From an optimization exercise on the open Yosys and OpenROAD flow, aimed at small area; shortcuts taken in it are not production practice.
In this exercise RTL edits were held to simulation tests only and were not proved equivalent to the original.
No activity file was given, so power comes from the tool's default toggle rates.

## design.v

```verilog
module wb_retire_unit #(
  parameter int DATA_W = 64,
  parameter int DEPTH  = 8,
  localparam int TAG_W = $clog2(DEPTH),
  localparam int OW    = TAG_W + 1
) (
  input  logic              clk,
  input  logic              rst_n,
  input  logic              flush,
  input  logic [1:0]        alloc_req,
  output logic              alloc_ready,
  output logic [TAG_W-1:0]  alloc_tag0,
  output logic [TAG_W-1:0]  alloc_tag1,
  input  logic              comp_valid1,
  input  logic [TAG_W-1:0]  comp_tag1,
  input  logic              comp_wr1,
  input  logic [4:0]        comp_rd1,
  input  logic [DATA_W-1:0] comp_data1,
  input  logic              comp_valid2,
  input  logic [TAG_W-1:0]  comp_tag2,
  input  logic              comp_wr2,
  input  logic [4:0]        comp_rd2,
  input  logic [DATA_W-1:0] comp_data2,
  output logic              wen1,
  output logic              wen2,
  output logic [4:0]        rd_addr1,
  output logic [4:0]        rd_addr2,
  output logic [DATA_W-1:0] write_data1,
  output logic [DATA_W-1:0] write_data2,
  output logic [1:0]        retire_cnt,
  output logic              empty
);
  localparam int EW = DATA_W + 6;   
  localparam int NB = DEPTH / 2;    
  logic [TAG_W-1:0]  head, tail;
  logic              full;          
  logic [DEPTH-1:0]  rdy;
  logic [DEPTH-1:0]  par;           
  logic [EW-1:0]     ent [DEPTH];
  logic              s1e, s1o, s2e, s2o;
  logic [NB-1:0]     se, so;        
  logic [NB-1:0]     sec, soc;      
  logic [DEPTH-1:0]  hd, hd1, td, td1, td2, ret, alloc, hit1, hit2, we1, we2, hold;
  logic              r0, r1, occ0, occ1, occ6, occ7, occ_ge2;
  logic [1:0]        grant, rcnt;
  logic [EW-1:0]     lane1, lane2;
  assign occ0        = ~full & |(hd & td);     
  assign occ1        = ~full & |(hd1 & td);    
  assign occ6        = ~full & |(hd & td2);    
  assign occ7        = ~full & |(hd & td1);    
  assign occ_ge2     = ~occ0 & ~occ1;
  assign alloc_ready = ~full & ~occ7;
  assign alloc_tag0  = tail;
  assign alloc_tag1  = tail + TAG_W'(1);
  assign empty       = occ0;
  assign grant       = (alloc_ready && alloc_req != 2'd3) ? alloc_req : 2'd0;
  assign lane1       = {comp_wr1 & (|comp_rd1), comp_rd1, comp_data1};
  assign lane2       = {comp_wr2 & (|comp_rd2), comp_rd2, comp_data2};
  always_comb begin
    for (int i = 0; i < DEPTH; i++) begin
      hd[i]   = head == TAG_W'(i);
      td[i]   = tail == TAG_W'(i);
      hit1[i] = comp_valid1 && comp_tag1 == TAG_W'(i);
      hit2[i] = comp_valid2 && comp_tag2 == TAG_W'(i);
    end
    for (int i = 0; i < DEPTH; i++) begin
      hd1[i] = hd[(i + DEPTH - 1) % DEPTH];   
      td1[i] = td[(i + DEPTH - 1) % DEPTH];   
      td2[i] = td[(i + DEPTH - 2) % DEPTH];   
    end
  end
  assign r0   = |(hd & rdy) & ~occ0;
  assign r1   = r0 & |(hd1 & rdy) & occ_ge2;
  assign rcnt = {r1, r0 & ~r1};
  always_comb begin
    for (int i = 0; i < DEPTH; i++) begin
      ret[i]   = rdy[i] & (hd[i] | (hd1[i] & rdy[(i + DEPTH - 1) % DEPTH]));
      alloc[i] = (grant != 2'd0 && td[i]) || (grant == 2'd2 && td1[i]);
      we1[i]   = hit1[i] & ~ret[i];
      we2[i]   = hit2[i] & ~hit1[i] & ~ret[i];
      hold[i]  = ~((hit1[i] | hit2[i]) & ~ret[i]);
    end
  end
  logic [EW-1:0] ent_d [DEPTH];
  for (genvar i = 0; i < DEPTH; i++) begin : g_slot
    wb_retire_aoi222 #(.W(EW)) u_next (
      .a(we1[i]), .x(lane1), .b(we2[i]), .y(lane2), .c(hold[i]), .z(ent[i]), .o(ent_d[i])
    );
  end
  always_ff @(posedge clk) begin
    for (int i = 0; i < DEPTH; i++) begin
      ent[i] <= ent_d[i];
      par[i] <= ~(hold[i] & par[i]);
    end
  end
  always_ff @(posedge clk) rdy <= ~alloc & ~ret & (rdy | hit1 | hit2);
  always_ff @(posedge clk) begin
    for (int k = 0; k < NB; k++) begin
      so[k]  <= hd[2*k] | hd[2*k+1];
      se[k]  <= hd[2*k] | hd[(2*k + DEPTH - 1) % DEPTH];
      soc[k] <= head[TAG_W-1:1] == (TAG_W-1)'(k);
      sec[k] <= (head[TAG_W-1:1] + (TAG_W-1)'(head[0])) == (TAG_W-1)'(k);
    end
  end
  always_ff @(posedge clk or negedge rst_n) begin
    if (!rst_n) begin
      head <= '0;
      tail <= '0;
      full <= 1'b0;
      s1e  <= 1'b0;
      s1o  <= 1'b0;
      s2e  <= 1'b0;
      s2o  <= 1'b0;
    end else if (flush) begin
      head <= '0;
      tail <= '0;
      full <= 1'b0;
      s1e  <= 1'b0;
      s1o  <= 1'b0;
      s2e  <= 1'b0;
      s2o  <= 1'b0;
    end else begin
      head <= head + TAG_W'(rcnt);
      tail <= tail + TAG_W'(grant);
      full <= ~r0 & (full | (grant == 2'd2 && occ6));
      s1e  <= r0 & ~head[0];
      s1o  <= r0 & head[0];
      s2e  <= r1 & head[0];
      s2o  <= r1 & ~head[0];
    end
  end
  logic [EW-1:0] be, bo;
  logic          pe, po;
  always_comb begin
    be = '0;
    bo = '0;
    pe = 1'b0;
    po = 1'b0;
    for (int k = 0; k < NB; k++) begin
      be[DATA_W-1:0]  = be[DATA_W-1:0] | ({DATA_W{se[k]}} & ent[2*k][DATA_W-1:0]);
      bo[DATA_W-1:0]  = bo[DATA_W-1:0] | ({DATA_W{so[k]}} & ent[2*k+1][DATA_W-1:0]);
      be[EW-1:DATA_W] = be[EW-1:DATA_W] | ({6{sec[k]}} & ent[2*k][EW-1:DATA_W]);
      bo[EW-1:DATA_W] = bo[EW-1:DATA_W] | ({6{soc[k]}} & ent[2*k+1][EW-1:DATA_W]);
      pe = pe | (sec[k] & par[2*k]);
      po = po | (soc[k] & par[2*k+1]);
    end
    be = be ^ {EW{pe}};
    bo = bo ^ {EW{po}};
  end
  logic [EW-2:0] nbe, nbo;
  assign nbe = ~be[EW-2:0];
  assign nbo = ~bo[EW-2:0];
  wb_retire_oai22 #(.W(EW-1)) u_port1 (
    .a(~s1e), .x(nbe), .b(~s1o), .y(nbo), .o({rd_addr1, write_data1})
  );
  wb_retire_oai22 #(.W(EW-1)) u_port2 (
    .a(~s2e), .x(nbe), .b(~s2o), .y(nbo), .o({rd_addr2, write_data2})
  );
  logic wze, wzo, same;
  assign wze  = be[EW-1];
  assign wzo  = bo[EW-1];
  assign same = wze & wzo & (be[EW-2:DATA_W] == bo[EW-2:DATA_W]);
  assign wen1 = ((s1e & wze) | (s1o & wzo)) & ~((s2e | s2o) & same);
  assign wen2 = (s2e & wze) | (s2o & wzo);
  assign retire_cnt = {s2e | s2o, (s1e | s1o) & ~(s2e | s2o)};
endmodule
module wb_retire_aoi222 #(
  parameter int W = 1
) (
  input  logic         a,
  input  logic [W-1:0] x,
  input  logic         b,
  input  logic [W-1:0] y,
  input  logic         c,
  input  logic [W-1:0] z,
  output logic [W-1:0] o
);
  assign o = ~(({W{a}} & x) | ({W{b}} & y) | ({W{c}} & z));
endmodule
module wb_retire_oai22 #(
  parameter int W = 1
) (
  input  logic         a,
  input  logic [W-1:0] x,
  input  logic         b,
  input  logic [W-1:0] y,
  output logic [W-1:0] o
);
  assign o = ~(({W{a}} | x) & ({W{b}} | y));
endmodule
```

## config.mk

```make
export PLATFORM = sky130hd
export DESIGN_NAME = wb_retire_unit
export DESIGN_NICKNAME = wb_retire_unit
export VERILOG_FILES = /design/flow/design.v
export SDC_FILE = /design/flow/constraint.sdc
export NUM_CORES = 4
export LEC_CHECK = 0
export CAP_MARGIN = 0
export CELL_PAD_IN_SITES_DETAIL_PLACEMENT = 1
export CELL_PAD_IN_SITES_GLOBAL_PLACEMENT = 1
export CORE_MARGIN = 2
export CORE_UTILIZATION = 50
export SLEW_MARGIN = 0
export SYNTH_HIERARCHICAL = 1
export SYNTH_MINIMUM_KEEP_SIZE = 0
```

## constraint.sdc

```tcl
create_clock -name core_clock -period 4.0 [get_ports {clk}]
set_input_delay 0.8000 -clock core_clock [delete_from_list [all_inputs] [get_ports {clk}]]
set_output_delay 0.8000 -clock core_clock [all_outputs]
set_load 0.01 [all_outputs]
```

## flow/run.sh

```bash
#!/bin/bash
# The standard layout (standard.sh, unchanged synthesis) with two changes:
#  - ports are buffered with sky130_fd_sc_hd__buf_1 instead of the default clkdlybuf4s50_1
#  - the clock tree uses a clkbuf_16 root, clkbuf_8 elsewhere, sink clusters of at most 16 and no
#    dummy loads
# The make output goes to flow_make.log here; ORFS's per-step logs stay under orfs/logs.
set -euo pipefail
cd "$(dirname "$0")/.."
export BUFFER_PORTS_ARGS="-buffer_cell sky130_fd_sc_hd__buf_1"
export CTS_ARGS="-sink_clustering_enable -repair_clock_nets -root_buf sky130_fd_sc_hd__clkbuf_16 -buf_list sky130_fd_sc_hd__clkbuf_8 -sink_clustering_size 16 -sink_clustering_max_diameter 50 -dont_use_dummy_load"
bash standard.sh finish > flow_make.log 2>&1
```

## standard.sh

```bash
#!/bin/bash
# synth_recipe.tcl (not shown) runs the flow's synth.tcl, then flattens the netlist and writes it again
# the make line also repeats each setting of config.mk as NAME=value (left out here)
make -C /OpenROAD-flow-scripts/flow DESIGN_CONFIG=/design/flow/config.mk WORK_HOME=/design/flow/orfs CLKGATE_MAP_FILE= SYNTH_SCRIPT=/design/flow/synth_recipe.tcl "${@:-finish}"
```

==> parameters.txt, run 1 <==
Parameter                              Value

Run status
  Result of the run  timing/DRC/antenna clean

Global route
  First-pass GRT wire length    161.1 mm
  Global-route usage over all layers    38.53%
  Maximum number of pins on one net before global-route repair    73
  Grt ovf    0
  Number of antenna violations at the first check in global routing    13
  Vias in the first global route    25,110

Clocking
  Count of H-tree levels built during CTS    2
  Clock transition time at the flip-flop clock pins of the worst setup and hold paths    0.10 ns
  Later-pin clock latency in the skew report    0.62 ns
  Clk sink count    599
  Maximum buffer depth of the clock tree    3
  Root Buffer    sky130_fd_sc_hd__clkbuf_16
  Number of CTS-inserted buffers    61
  CTS tree    built

Synth
  Number of cells produced by synthesis    2,282
  Synth Area in Simple Gates    2.484%
  Adder-cell share of the synthesized area    0.9102%
  Number of storage elements in the synthesis netlist    599
  Area of the mapped netlist    26,390 um^2
  Main combinational cell family by area after synthesis    compound AO/OA/AOI/OAI gates
  Count of distinct cell types in the synthesized netlist    62
  Sequential-to-total area share from yosys stat    45.64%
  Share of the synthesized netlist area taken by xor and xnor gates    4.646%
  Share of synthesized registers carrying an async set or reset    1.836%
  Total of warnings raised by yosys    10
  Most area-consuming cells after synthesis    sky130_fd_sc_hd__dfxtp_1 (45%), sky130_fd_sc_hd__a222oi_1 (21%), sky130_fd_sc_hd__buf_6 (5.6%)
  Share of the synthesized area in compound gates (AO/OA/AOI/OAI)    36.96%
  Share of the synthesized area in the top cell type    44.60%
  Biggest area consumer among synthesized cells    sky130_fd_sc_hd__dfxtp_1
  Main flop type after synthesis    sky130_fd_sc_hd__dfxtp_1
  Post-synthesis mux area share    0.08059%
  EDFF count, synth    0
  Net count of the mapped netlist    2,453
  Synth Area per Inst    11.57 um^2

STA
  Max Clock Skew    0.05682 ns
  Minimum period implied by the final worst setup slack    3.945 ns
  Highest attainable clock frequency    0.2535 GHz
  Final Cycle Share    98.63%
  Final-report max-slew violation count    0
  Setup TNS Final    0 ns
  Final Hold Violating Endpoints    0
  WHS    0.1720 ns
  Count of final setup violators    0
  Actual transition at the worst max-transition pin    1.219 ns
  RSZ-0062 raised after global routing    false
  Final setup slack of the worst path    0.05499 ns
  Tightest slew margin relative to the limit    18.72%

Routing
  Post-detailed-route count of antenna-violating nets    0
  Number of detailed-routing iterations run before antenna repair    14
  Overall routed net length    109.9 mm
  Post-route DRC    0
  Wire per inst    35.46 um
  Total vias in the final route    25,270
  Initial drt markers    5,689
  Number of vias per cell    8.150

Floorplanning
  Core footprint    52,340 um^2
  Initial core utilization    50.43%
  Site Rows    84
  Die extent in x    233.8 um
  Vertical extent of the die    233.8 um
  Number of I/O pins    303
  Die Footprint    54,640 um^2

Placed design
  Dpl ws    0.7805 ns
  Routability cong.    0.8316
  Number of port buffers    302
  Post-detailed-placement half-perimeter wirelength    61.26 mm
  Placement Cell Area    27,010 um^2

Worst setup path
  Critical Path Source Type    flip-flop
  Critical Path RT    3.20 ns
  Critical path data arrival time    3.15 ns
  Category of the critical setup timing path    flip-flop to output port
  Worst reg-to-reg setup slack    0.66 ns
  Kind of end point of the critical path    output port
  R2R depth    7
  Largest fanout of any net on the critical path    40

Finish
  Post-synthesis to final-layout area growth    5.817%
  Post-layout nets    2,577
  Layout cells sized above 1    8.153%
  Final non-filler cell area    27,930 um^2

Worst hold path
  Class of the tightest hold or removal check    input pin to async pin

Power and ir drop
  P_leak    11.03 nW
  Max VDD drop    0.4928 mV
  Ratio of total power to cell area    709.4 nW/um^2

Run
  Number of violations of the max-capacitance limit    0
synthesized netlist by cell type (all sizes together) (11+ instances only):
library cell / n
ha: 16
and2: 13
dfxtp: 588
inv: 14
xor2: 138
nand2: 33
o22ai: 140
dfrtp: 11
a221oi: 135
a222oi: 561
buf: 255
nor2: 24
a22o: 146
o21ai: 16
a22oi: 19
clkbuf: 55
through the flow:
step / util (%) / std cells / total power [mW]
2_1_floorplan: - / 2282 / 13.71
3_3_place_gp: 51.60 / 3031 / 15.83
5_1_grt: 53.36 / 3100 / 20.68
3_5_place_dp: 51.60 / 3031 / 16.13
4_1_cts: 53.32 / 3092 / 19.67
6_report: 53.36 / 3100 / 19.81
cells by family (layout without fill, tap and decap cells):
family | after synthesis | count (layout)
AO/OA/AOI/OAI | 1072 | 1072
XOR/XNOR | 140 | 140
adder cells (fa/ha/maj) | 18 | 18
buffers and inverters | 324 | 446
flip-flops | 599 | 599
multiplexers | 2 | 2
other | 0 | 8
AND/OR/NAND/NOR | 127 | 127
state kept, by name, indices dropped and copies added (netlist names):
signal	flops
ent	560
full	1
head	3
par	8
rdy	8
s1e	1
s1o	1
s2e	1
s2o	1
se	4
sec	4
so	1
soc	3
tail	3
repair_timing:
action | CTS | global route
hold buffers | 0 | 0
setup buffers | 0 | 0
resized for setup | 0 | 1
setup endpoints to repair | 0 | 1
path summary, 6_finish.rpt:
| kind | start | end |
|---|---|---|
| worst max-delay path | soc[1] | write_data1[1] |
| worst min-delay path | rst_n | s2o |
| worst max register to register | head[1] | ent[0][63] |
| worst min register to register | par[2] | par[2] |
| max in group asynchronous | rst_n | s1e |
| min in group core_clock | par[2] | par[2] |
routing by layer:
| metal | up-vias | routed length [um] | global-route usage (%) |
|---|---|---|---|
| met1 | 12890 | 43030 | 50.31 |
| met3 | 257 | 12590 | 7.381 |
| li1 | 10280 | - | - |
| met5 | - | 68 | 0 |
| met2 | 1836 | 50150 | 61.46 |
| met4 | 10 | 4098 | 18.37 |
placed cells by master (no fill, tap or decap), types with 20 or more instances in the layout:
master	count
sky130_fd_sc_hd__buf_1	302
sky130_fd_sc_hd__a222oi_1	561
sky130_fd_sc_hd__buf_12	27
sky130_fd_sc_hd__clkbuf_8	56
sky130_fd_sc_hd__nor2_1	22
sky130_fd_sc_hd__a221oi_1	135
sky130_fd_sc_hd__dfxtp_1	580
sky130_fd_sc_hd__xor2_1	138
sky130_fd_sc_hd__buf_4	41
sky130_fd_sc_hd__a22o_1	145
sky130_fd_sc_hd__o22ai_2	20
sky130_fd_sc_hd__o22ai_1	120
sky130_fd_sc_hd__nand2_1	31
cell type report:
class                      count  area [um^2]
timing repair buffer         371         1993
clock buffer                  61        895.9
sequential                   599        12060
antenna                        8        20.02
multi-input combinational   1359        12050
tap                          688        860.8
fill                        5570        24410
inverter                      14        52.55
power by group:
part / switching (mW) / internal, mW
logic: 4.50 / 2.75
registers: 1.18 / 7.83
clock network: 2.09 / 1.47
worst max-delay path, stage by stage, from the launching register on:
cell	delay [ns]
sky130_fd_sc_hd__dfxtp_2	0.35
sky130_fd_sc_hd__buf_4	0.61
sky130_fd_sc_hd__buf_4	0.59
sky130_fd_sc_hd__a221oi_1	0.31
sky130_fd_sc_hd__xor2_1	0.24
sky130_fd_sc_hd__o22ai_1	0.21
sky130_fd_sc_hd__buf_1	0.19
==> run 2: changes to the inputs <==
--- a/config.mk
+++ b/config.mk
@@ -6,10 +6,8 @@
 export NUM_CORES = 4
 export LEC_CHECK = 0
 export CAP_MARGIN = 0
-export CELL_PAD_IN_SITES_DETAIL_PLACEMENT = 1
-export CELL_PAD_IN_SITES_GLOBAL_PLACEMENT = 1
 export CORE_MARGIN = 2
-export CORE_UTILIZATION = 50
+export CORE_UTILIZATION = 55
 export SLEW_MARGIN = 0
 export SYNTH_HIERARCHICAL = 1
 export SYNTH_MINIMUM_KEEP_SIZE = 0
==> parameters.txt, run 2 <==
Parameter                              Value

Synth
  Sequential-to-total area share from yosys stat    45.64% (unchanged)
  EDFF count, synth    0 (unchanged)
  Main flop type after synthesis    sky130_fd_sc_hd__dfxtp_1 (unchanged)
  Biggest area consumer among synthesized cells    sky130_fd_sc_hd__dfxtp_1 (unchanged)
  Cell with the most instances after synthesis    sky130_fd_sc_hd__dfxtp_1 (unchanged)
  Count of distinct cell types in the synthesized netlist    62 (unchanged)
  Number of storage elements in the synthesis netlist    599 (unchanged)
  Number of cells produced by synthesis    2,282 (unchanged)
  Share of the synthesized area in the top cell type    44.60% (unchanged)
  Total of warnings raised by yosys    10 (unchanged)
  Most area-consuming cells after synthesis    sky130_fd_sc_hd__dfxtp_1 (45%), sky130_fd_sc_hd__a222oi_1 (21%), sky130_fd_sc_hd__buf_6 (5.6%) (unchanged)
  Most frequent cells after synthesis    sky130_fd_sc_hd__dfxtp_1 (588), sky130_fd_sc_hd__a222oi_1 (561), sky130_fd_sc_hd__a22o_1 (145) (unchanged)
  Net count of the mapped netlist    2,453 (unchanged)
  Share of synthesized registers carrying an async set or reset    1.836% (unchanged)
  Synth Area per Inst    11.57 um^2 (unchanged)
  Area of the mapped netlist    26,390 um^2 (unchanged)

Finish
  Max FFs per register    560 (unchanged)
  Post-synthesis to final-layout area growth    5.594% (was 5.817%)
  Area taken by multi-input logic gates    12,050 um^2 (unchanged)
  Commonest non-fill, non-tap cell in the layout    sky130_fd_sc_hd__dfxtp_1 (unchanged)
  Largest register by flop count    ent (unchanged)
  # fillers    4,093 (was 5,570)
  Total area of sequential cells    12,060 um^2 (unchanged)
  Biggest regs    ent: 560 flops, par: 8 flops, rdy: 8 flops (unchanged)
  Post-layout nets    2,578 (was 2,577)
  Layout cells sized above 1    8.191% (was 8.153%)
  Commonest non-fill, non-tap cells in the layout    sky130_fd_sc_hd__dfxtp_1 (580), sky130_fd_sc_hd__a222oi_1 (561), sky130_fd_sc_hd__buf_1 (302) (unchanged)

Clocking
  Hold_buf cts    0 (unchanged)
  Number of CTS-inserted buffers    54 (was 61)
  Clock transition time at the flip-flop clock pins of the worst setup and hold paths    0.09 ns (was 0.10 ns)
  CTS tree    built (unchanged)
  Maximum buffer depth of the clock tree    3 (unchanged)
  Root Buffer    sky130_fd_sc_hd__clkbuf_16 (unchanged)
  Buffers inserted by post-CTS timing repair    0 (unchanged)
  Clk sink count    599 (unchanged)
  Later-pin clock latency in the skew report    0.60 ns (was 0.62 ns)
  Post-cts resize count    0 (unchanged)
  Count of H-tree levels built during CTS    2 (unchanged)

STA
  Count of final setup violators    0 (unchanged)
  RSZ-0062 raised after global routing    false (unchanged)
  Final Hold Violating Endpoints    0 (unchanged)
  Minimum period implied by the final worst setup slack    3.802 ns (was 3.945 ns)
  Actual transition at the worst max-transition pin    1.179 ns (was 1.219 ns)
  WHS    0.1845 ns (was 0.1720 ns)
  Max Clock Skew    0.05810 ns (was 0.05682 ns)
  Final-report max-slew violation count    0 (unchanged)
  Highest attainable clock frequency    0.2630 GHz (was 0.2535 GHz)
  Final Cycle Share    95.06% (was 98.63%)
  Setup TNS Final    0 ns (unchanged)
  Tightest slew margin relative to the limit    20.99% (was 18.72%)

Worst setup path
  Cell-by-cell listing of the critical path    a22oi_2, nand2_4, buf_4, xor2_1, o22ai_2, buf_1 (was buf_4, buf_4, a221oi_1, xor2_1, o22ai_1, buf_1)
  Slowest cell on crit path    sky130_fd_sc_hd__dfxtp_2 (was sky130_fd_sc_hd__buf_4)
  Critical Path Source Type    flip-flop (unchanged)
  Category of the critical setup timing path    flip-flop to output port (unchanged)
  Largest fanout of any net on the critical path    31 (was 40)
  Critical Path RT    3.20 ns (about the same)
  Critical path data arrival time    3.00 ns (was 3.15 ns)
  Buffering stage count on the worst path with inverters included    2 (was 3)
  Cell type group with the largest total delay on the critical path    flip-flops (was buffers and inverters)
  Kind of end point of the critical path    output port (unchanged)
  Largest incremental delay on the critical path    0.77 ns (was 0.61 ns)

Run status
  Result of the run  timing/DRC/antenna clean (unchanged)

Power and ir drop
  Ratio of total power to cell area    696.8 nW/um^2 (was 709.4 nW/um^2)
  Max VDD drop    0.3558 mV (was 0.4928 mV)
  P_leak    11.05 nW (was 11.03 nW)

Placed design
  Number of port buffers    302 (unchanged)
  Post-detailed-placement half-perimeter wirelength    56.51 mm (was 61.26 mm)
  Routability cong.    0.8418 (was 0.8316)

Global route
  First-pass GRT wire length    151.2 mm (was 161.1 mm)
  Grt ovf    0 (unchanged)
  Maximum number of pins on one net before global-route repair    72 (was 73)
  Vias in the first global route    24,200 (was 25,110)
  Number of antenna violations at the first check in global routing    14 (was 13)
  Global-route usage over all layers    39.25% (was 38.53%)

Routing
  Total vias in the final route    25,220 (was 25,270)
  Post-route DRC    0 (unchanged)
  Detailed route wirelength on metal3    13.68 mm (was 12.59 mm)
  Number of vias per cell    8.318 (was 8.150)
  Wire per inst    33.95 um (was 35.46 um)
  Post-detailed-route count of antenna-violating nets    0 (unchanged)
  Overall routed net length    102.9 mm (was 109.9 mm)
  Met1 Routed Length    38.91 mm (was 43.03 mm)
  Number of detailed-routing iterations run before antenna repair    14 (unchanged)
  Highest layer used for signal routing    met5 (unchanged)
  Wire length on met2    46.00 mm (was 50.15 mm)
  Initial drt markers    6,732 (was 5,689)

Worst hold path
  Class of the tightest hold or removal check    input pin to async pin (unchanged)

Floorplanning
  Die extent in x    223.1 um (was 233.8 um)
  Die Footprint    49,760 um^2 (was 54,640 um^2)
  Number of I/O pins    303 (unchanged)
  Initial core utilization    55.51% (was 50.43%)
  Site Rows    80 (was 84)
  Vertical extent of the die    223.1 um (was 233.8 um)
  Core footprint    47,550 um^2 (was 52,340 um^2)

Run
  Number of violations of the max-capacitance limit    0 (unchanged)
run 2: changes by cell type in the layout (fill, tap and decap cells not counted):
cell	previous run	this run
sky130_fd_sc_hd__buf_12	27	32
sky130_fd_sc_hd__buf_4	41	45
sky130_fd_sc_hd__buf_6	1	0
sky130_fd_sc_hd__clkbuf_8	56	49
sky130_fd_sc_hd__diode_2	8	12
run 2: stage by stage:
| stage | total power [mW] | area [um^2] | std cells | utilization (%) | setup slack [ns] |
|---|---|---|---|---|---|
| global route | 20.29 | 27870 | 3031 | 58.61 | 0.03972 |
| detailed placement | 15.92 | 27040 | 2966 | 56.87 | 0.8395 |
| finish | 19.42 | 27870 | 3032 | 58.62 | 0.1977 |
| global placement | 15.70 | 27040 | 2966 | 56.87 | 0.8957 |
| floorplan | 13.71 | 26390 | 2282 | - | 0.9950 |
| CTS | 19.21 | 27840 | 3020 | 58.56 | 0.2000 |
run 2: cell type report:
class	count	share of cell area, %
Inverter	14	0.1886
Clock buffer	54	2.869
Tap cell	615	2.761
Sequential cell	599	43.26
Timing Repair Buffer	379	7.578
Multi-Input combinational cell	1359	43.24
Antenna cell	12	0.1077
run 2: path summary, 6_finish.rpt:
check	slack, ns	from	end	cells past startpoint
setup / recovery	0.20	soc[0]	write_data2[56]	6
hold / removal	0.18	rst_n	s2o	1
setup reg to reg	0.91	head[1]	head[2]	12
hold reg to reg	0.39	par[4]	par[4]	1
max in group asynchronous	3.41	rst_n	tail[0]	1
min in group core_clock	0.39	par[4]	par[4]	1
run 2: kinds of logic (layout without fill, tap and decap cells):
group | after synthesis | count (layout) | share of synthesized area [%]
compound gates | 1072 | 1072 | 36.96
flops | 599 | 599 | 45.64
buf+inv | 324 | 447 | 9.277
xor+xnor | 140 | 140 | 4.646
simple gates | 127 | 127 | 2.484
fa+ha+maj | 18 | 18 | 0.9102
mux | 2 | 2 | 0.08059
other cells | 0 | 12 | 0
run 2: layer usage:
metal,GRT usage (%),vias to the layer above
met4,19.22,6
li1,-,10300
met2,60.55,2148
met5,0,-
met3,8.692,308
met1,52.13,12460
run 2: where the power goes:
group / leakage [nW] / internal [mW] / switching [mW]
sequential: 5.11 / 7.82 / 1.19
clock: 0.414 / 1.32 / 2.03
combinational: 5.52 / 2.79 / 4.27

what the ideal ports hide:
No port has a modelled driver above. Below, the same layouts with a new extraction and two added sets of constraints. Step 1 sets driving cells, clkbuf_16 on the clock port and buf_2 on the other inputs (assumed; they add their load-dependent delay and slew). Step 2 also shifts input and output timing later by t, the mid clock arrival at the registers, as if the neighbouring blocks saw the same clock. Slacks: ideal ports / drivers / drivers and shift; pairs: ideal ports / drivers.
run	t (ns)	setup WS [ns]	worst register clock-pin slew, ns	worst slew at a driven data input, ns
run 1	0.651	0.055 / -0.007 / 0.643	0.11 / 0.11	0.12
run 2	0.636	0.198 / 0.135 / 0.771	0.10 / 0.10	0.10
After both steps every run listed still meets setup and hold.
